What follows belongs to an exercise in optimizing a design on an open flow for small area, a short achievable clock period and few clock cycles per item; a production flow would make more cautious choices.
The RTL was checked by simulation tests, not by an equivalence proof against the original design.
Power is estimated from default activity; no workload was simulated.

**flow/run.sh**
```bash
#!/bin/bash
# synth_recipe.tcl (not shown) runs the flow's synth.tcl, then flattens the netlist and writes it again
# the make line also repeats each setting of config.mk as NAME=value (left out here)
make -C /OpenROAD-flow-scripts/flow DESIGN_CONFIG=/design/flow/config.mk WORK_HOME=/design/flow/orfs CLKGATE_MAP_FILE= SYNTH_SCRIPT=/design/flow/synth_recipe.tcl finish
```
**flow/config.mk**
```make
export PLATFORM = sky130hd
export DESIGN_NAME = ias_core_p
export DESIGN_NICKNAME = ias_core_p
export VERILOG_FILES = /design/flow/design.v
export SDC_FILE = /design/flow/constraint.sdc
export NUM_CORES = 4
export LEC_CHECK = 0
export CAP_MARGIN = 20
export CORE_MARGIN = 2
export CORE_UTILIZATION = 40
export SLEW_MARGIN = 20
```
**flow/constraint.sdc**
```tcl
create_clock -name core_clock -period 6.0 [get_ports {clk}]
set_input_delay 1.2000 -clock core_clock [delete_from_list [all_inputs] [get_ports {clk}]]
set_output_delay 1.2000 -clock core_clock [all_outputs]
set_load 0.01 [all_outputs]
```
**flow/design.v**
```verilog
package ias_pkg;
    localparam logic [7:0] OP_NOP      = 8'd0;
    localparam logic [7:0] OP_LOAD     = 8'd1;
    localparam logic [7:0] OP_STORE    = 8'd2;
    localparam logic [7:0] OP_ADD      = 8'd3;
    localparam logic [7:0] OP_SUB      = 8'd4;
    localparam logic [7:0] OP_JUMP     = 8'd5;
    localparam logic [7:0] OP_STORE_AC = 8'd6;
    localparam logic [7:0] OP_JUMP_POS = 8'd7;
    localparam logic [7:0] OP_LOAD_MQ  = 8'd8;
    localparam logic [7:0] OP_MUL      = 8'd9;
    typedef enum logic [2:0] {
        S_IDLE,
        S_FETCH,
        S_DECODE,
        S_EXECUTE,
        S_WRITE_BACK
    } state_t;
    function automatic logic is_mem_op(input logic [7:0] opc);
        is_mem_op = !(opc == OP_NOP || opc == OP_JUMP || opc == OP_JUMP_POS);
    endfunction
endpackage
module ias_ram_p #(
    parameter int DATA_W    = 8,
    parameter int ADDR_W    = 8,
    parameter int MEM_DEPTH = 256
) (
    input  logic              clk,
    input  logic              we_i,
    input  logic [ADDR_W-1:0] waddr_i,
    input  logic [DATA_W-1:0] wdata_i,
    input  logic [ADDR_W-1:0] raddr_i,
    output logic [DATA_W-1:0] rdata_o
);
    logic [DATA_W-1:0] mem [MEM_DEPTH];
    always_ff @(posedge clk) begin
        if (we_i) begin
            mem[waddr_i] <= wdata_i;
        end
        rdata_o <= mem[raddr_i];
    end
endmodule
module ias_core_p #(
    parameter int DATA_W    = 8,
    parameter int ADDR_W    = 8,
    parameter int MEM_DEPTH = 256,
    parameter int OPC_W     = 8
) (
    input  logic              clk,
    input  logic              reset,
    input  logic              instr_valid,
    output logic              instr_ready,
    input  logic [OPC_W-1:0]  opcode,
    input  logic [ADDR_W-1:0] address,
    input  logic [DATA_W-1:0] data_in,
    output logic [DATA_W-1:0] data_out,
    output logic [DATA_W-1:0] mq_out,
    output logic [ADDR_W-1:0] pc_out,
    output logic              done,
    output logic              carry,
    output logic              err
);
    localparam logic [7:0] OP_MAX = ias_pkg::OP_MUL;
    localparam logic [ADDR_W:0] DEPTH_L = (ADDR_W+1)'(MEM_DEPTH);
    ias_pkg::state_t            state_q;
    logic [OPC_W-1:0]  ir_opc_q;
    logic [ADDR_W-1:0] ir_addr_q;
    logic [DATA_W-1:0] ir_data_q;
    logic [DATA_W-1:0] ac_q, mq_q;
    logic [ADDR_W-1:0] pc_q;
    logic              carry_q, done_q, err_q, ready_q, illegal_q;
    logic [DATA_W-1:0] ac_d, mq_d, ram_wdata, ram_rdata;
    logic [ADDR_W-1:0] pc_d;
    logic              carry_d, exec_we, ram_we, addr_oob;
    logic [DATA_W:0]   sum, diff;
    logic [2*DATA_W-1:0] prod;
    ias_ram_p #(
        .DATA_W   (DATA_W),
        .ADDR_W   (ADDR_W),
        .MEM_DEPTH(MEM_DEPTH)
    ) u_ram (
        .clk    (clk),
        .we_i   (ram_we),
        .waddr_i(ir_addr_q),
        .wdata_i(ram_wdata),
        .raddr_i(ir_addr_q),
        .rdata_o(ram_rdata)
    );
    assign addr_oob = ({1'b0, ir_addr_q} >= DEPTH_L);
    assign ram_we   = exec_we && (state_q == ias_pkg::S_EXECUTE) && !reset;
    always_comb begin
        ac_d      = ac_q;
        mq_d      = mq_q;
        carry_d   = carry_q;
        pc_d      = pc_q + ADDR_W'(1);
        exec_we   = 1'b0;
        ram_wdata = ir_data_q;
        sum       = {1'b0, ac_q} + {1'b0, ram_rdata};
        diff      = {1'b0, ac_q} - {1'b0, ram_rdata};
        prod      = {{DATA_W{1'b0}}, mq_q} * {{DATA_W{1'b0}}, ram_rdata};
        if (!illegal_q) begin
            case (ir_opc_q)
                ias_pkg::OP_LOAD:     ac_d = ram_rdata;
                ias_pkg::OP_STORE:    exec_we = 1'b1;
                ias_pkg::OP_ADD:      {carry_d, ac_d} = sum;
                ias_pkg::OP_SUB:      {carry_d, ac_d} = diff;
                ias_pkg::OP_JUMP:     pc_d = ir_addr_q;
                ias_pkg::OP_STORE_AC: begin
                    exec_we   = 1'b1;
                    ram_wdata = ac_q;
                end
                ias_pkg::OP_JUMP_POS: if (!ac_q[DATA_W-1]) pc_d = ir_addr_q;
                ias_pkg::OP_LOAD_MQ:  mq_d = ram_rdata;
                ias_pkg::OP_MUL:      {ac_d, mq_d} = prod;
                default:     ;
            endcase
        end
    end
    always_ff @(posedge clk) begin
        if (reset) begin
            state_q   <= ias_pkg::S_IDLE;
            ir_opc_q  <= '0;
            ir_addr_q <= '0;
            ir_data_q <= '0;
            ac_q      <= '0;
            mq_q      <= '0;
            pc_q      <= '0;
            carry_q   <= 1'b0;
            done_q    <= 1'b0;
            err_q     <= 1'b0;
            ready_q   <= 1'b1;
            illegal_q <= 1'b0;
        end else begin
            case (state_q)
                ias_pkg::S_IDLE: begin
                    done_q <= 1'b0;
                    err_q  <= 1'b0;
                    if (instr_valid && ready_q) begin
                        ir_opc_q  <= opcode;
                        ir_addr_q <= address;
                        ir_data_q <= data_in;
                        ready_q   <= 1'b0;
                        state_q   <= ias_pkg::S_FETCH;
                    end
                end
                ias_pkg::S_FETCH: state_q <= ias_pkg::S_DECODE;
                ias_pkg::S_DECODE: begin
                    illegal_q <= (ir_opc_q > OP_MAX) || (ias_pkg::is_mem_op(ir_opc_q) && addr_oob);
                    state_q   <= ias_pkg::S_EXECUTE;
                end
                ias_pkg::S_EXECUTE: begin
                    ac_q    <= ac_d;
                    mq_q    <= mq_d;
                    carry_q <= carry_d;
                    pc_q    <= pc_d;
                    done_q  <= 1'b1;
                    err_q   <= illegal_q;
                    state_q <= ias_pkg::S_WRITE_BACK;
                end
                ias_pkg::S_WRITE_BACK: begin
                    done_q  <= 1'b0;
                    err_q   <= 1'b0;
                    ready_q <= 1'b1;
                    state_q <= ias_pkg::S_IDLE;
                end
                default: state_q <= ias_pkg::S_IDLE;
            endcase
        end
    end
    assign instr_ready = ready_q;
    assign data_out    = ac_q;
    assign mq_out      = mq_q;
    assign pc_out      = pc_q;
    assign done        = done_q;
    assign carry       = carry_q;
    assign err         = err_q;
endmodule
```
==> notes.md <==
[worst paths after layout]
check / from / end / slack [ps]
max: u_ram.rdata_o[3]$_DFF_P_ / ac_q[7]$_SDFFE_PP0P_ / 1160
min reg2reg: ir_data_q[0]$_SDFFE_PP0P_ / ir_data_q[0]$_SDFFE_PP0P_ / 470
min: ir_data_q[0]$_SDFFE_PP0P_ / ir_data_q[0]$_SDFFE_PP0P_ / 470
max reg2reg: u_ram.rdata_o[3]$_DFF_P_ / ac_q[7]$_SDFFE_PP0P_ / 1160
[critical path, delay by kind of cell (launching register included)]
family / cells / cell delay, ps
compound gates: 6 / 1380
fa+ha+maj: 5 / 2330
buf+inv: 3 / 140
flops: 1 / 660
simple gates: 1 / 150
xor+xnor: 1 / 100
[kinds of logic (layout without fill, tap and decap cells)]
family,Yosys count,in the layout,synth area share (%)
compound gates,290,290,2.365
buf+inv,300,679,1.738
flops,2112,2112,74.17
xor+xnor,11,11,0.1138
mux,657,657,16.35
other cells,0,1,0
fa+ha+maj,91,91,1.682
simple gates,683,683,3.580
[per-layer routing]
| metal | track usage (%) | part of all wire (%) |
|---|---|---|
| met1 | 29.24 | 41 |
| met2 | 31.93 | 47 |
| met3 | 3.632 | 8.3 |
| met4 | 7.127 | 3.5 |
| met5 | 0 | 0.0058 |
[through the flow]
step / power, W / hold WS, ps / instance area [µm²]
5_1_grt: 0.03294 / 493.0 / 95910
6_report: 0.03208 / 467.9 / 95910
2_1_floorplan: 0.01835 / 432.9 / 84650
4_1_cts: 0.03227 / 466.1 / 95910
3_3_place_gp: 0.01946 / 446.1 / 89160
3_5_place_dp: 0.01949 / 457.0 / 89190
[cells in the mapped netlist, drive strengths merged, types with 4 or more instances]
cell / instances / area share, %
o21ai: 20 / 0.12
nor4: 9 / 0.089
or2: 5 / 0.037
xnor2: 9 / 0.093
o31ai: 5 / 0.044
o211ai: 10 / 0.089
ha: 53 / 0.78
nor2b: 12 / 0.089
nand4: 11 / 0.081
nand3: 33 / 0.20
clkbuf: 96 / 0.43
nand2: 162 / 0.72
a211oi: 12 / 0.11
mux4: 579 / 15
mux2: 11 / 0.15
dfxtp: 64 / 1.5
or3: 6 / 0.044
mux2i: 67 / 0.79
or4: 5 / 0.044
a22oi: 42 / 0.37
inv: 70 / 0.31
a22o: 15 / 0.16
nand3b: 4 / 0.035
a221oi: 23 / 0.25
o22ai: 23 / 0.17
a21oi: 83 / 0.49
o221ai: 7 / 0.072
nor3b: 6 / 0.053
nor2: 321 / 1.4
buf: 134 / 1.0
edfxtp: 2048 / 73
a31oi: 11 / 0.081
nor3: 32 / 0.19
fa: 38 / 0.90
and2: 53 / 0.39
o32ai: 6 / 0.062
and3: 7 / 0.052
nand2b: 13 / 0.096
[power groups by stage]
stage                     Clock, W  Sequential, W  Combinational, W
after floorplan                  0         0.0167           0.00160
after global placement           0         0.0168           0.00263
after detailed placement         0         0.0168           0.00266
after CTS                   0.0131         0.0165           0.00266
after global routing        0.0136         0.0165           0.00278
final                       0.0129         0.0165           0.00265
[registers in the layout (all words and copies together) (netlist names)]
register,flops
err_q,1
ready_q,1
ir_opc_q,8
ac_q,8
ir_data_q,8
ir_addr_q,8
pc_q,8
done_q,1
u_ram.mem,2048
carry_q,1
illegal_q,1
state_q,3
u_ram.rdata_o,8
mq_q,8
[layout make-up]
class	instances	area [µm²]
Antenna cell	1	2.502
Sequential cell	2112	62800
Timing Repair Buffer	224	2044
Clock buffer	260	5507
Tap cell	2805	3510
Inverter	70	262.8
Fill cell	17430	114100
Multi-Input combinational cell	1732	20580
Clock inverter	125	1210
==> reports/qor.yml <==
status: "complete, no violations"
routed_wl_um: 222600
cts_tree: "done"
grt_overflow: 0
ir_drop_uv: 288.9
cts_buffers: 211
synth_warnings: 2
final_hold_viol_count: 0
yosysUniqueCellTypes: 74
post-place-ws_ps: 1158
end_kind: "flop"
utilization_pct: 45.68
fin_crit_sh_pct: 80.64
dieArea_um2: 215300
post_drt_wl_per_cell_um: 30.37
timing_worst_setup_path_type: "flop to flop"
htreeDepth: 4
drt_first_pass_iters: 5
p_comb_share_pct: 8.3
cts_resized: 0
reg2regPathDepth: 16
layout_common_cells: "edfxtp_1, mux4_2, nor2_1, clkbuf_16, nand2_1"
p_sw_w: 0.007521
ys_seq_elements: 2112
p_leak_nw: 30.18
antenna_found_initial: 10
ys_seq_area_share_pct: 74.17
rsz0062_at_grt: "false"
hold_path_class: "flop to flop"
rows: 168
syn_area_um2: 84640
cp_max_fo: 12
cts.sinks: 2112
required_ps: 6760
cts_setup_buffers: 0
cpMostUsedCell: "fa_1"
clkPwrFrac_pct: 40.2
synth_edf_count: 2048
port_buffers: 54
clkSlewWorstSetupHoldPaths_ps: 60
place.gp.congestion: 0.8760
layout.cells.most_common: "edfxtp_1"
cts_buffer_depth: 3
grt_max_degree: 146
setup_ws_ps: 1162
grt.total_usage_pct: 20.52
die_width_um: 464.0
synthFlopType: "edfxtp_1"
maxCapViolations: 0
clkLatencyLatePin_ps: 860
netlist_instances: 4144
root_buffer: "clkbuf_16"
fin_cells: 7329
dpl.hpwl_um: 139200
cp_cell_sequence: "nand2_1, fa_1, fa_1, inv_1, fa_1, inv_1, fa_1, inv_1, ha_1, o21a_1, o31a_1, o41a_1, a31oi_1, xnor2_1, o221a_2, o41ai_1"
area_growth_pct: 13.32
seq_power_share_pct: 51.5
async_flop_share_pct: 0
slew_violations: 0
setup_violations: 0
drive_gt1_share_pct: 24.05
avgSynthCellArea_um2: 20.42
grt_pass1_vias: 42360
pin_count: 55
via_per_inst: 5.832
dp_cells: 6943
worstMarginPinSlew_ps: 1194
worstPathArrival_ps: 5600
critPathSlowestCell: "dfxtp_1"
swShare_pct: 23.44
fmax_mhz: 206.7
fin_skew_ps: 34.10
relSlewSlack_pct: 19.83
start_util_pct: 40.31
num_vias: 42740
ant_nets: 0
nets: 4469
layout_min_cycle_time_ps: 4838
cts_hold_buf: 0
fp.coreArea_um2: 210000
internal-power_w: 0.02456
drt-initial-drc-count: 5509
powerDensity_nw_per_um2: 334.5
synth_nets: 4262
tns_ps: 0
holdPathStages: 2
grt_pass1_wl_um: 317800
start_kind: "flop"
cp_slowest_stage_delay_ps: 660
remaining_drc_errors: 0
die_h_um: 464.0
Testbench counts, summed over its fixed seeds: cycles 120,000, items 24,000.

## what the ideal ports hide
Ports are ideal in the flow. The routed layout listed here was re-timed in OpenROAD. Step 1: set_driving_cell puts a clkbuf_16 on clk and a buf_2 on each other input, an assumption about the parent block. Step 2 moves the port delays by t, midway between the first and last clock arrival at a register: inputs arrive t later, outputs are due t later. That takes back most of the time a late clock gives input paths. a / b / c = no drivers / after step 1 / after step 2; a / b = the first two.
t (ns): 0.927
slack for setup (ns): 1.162 / 1.162 / 1.162
hold WS [ns]: 0.468 / 0.468 / 0.468
cell pins on the clock port's net: 1
After both steps this run still meets setup and hold. For this run, drivers alone change the setup slack by 0.000 ns; drivers and shift together by 0.000 ns.
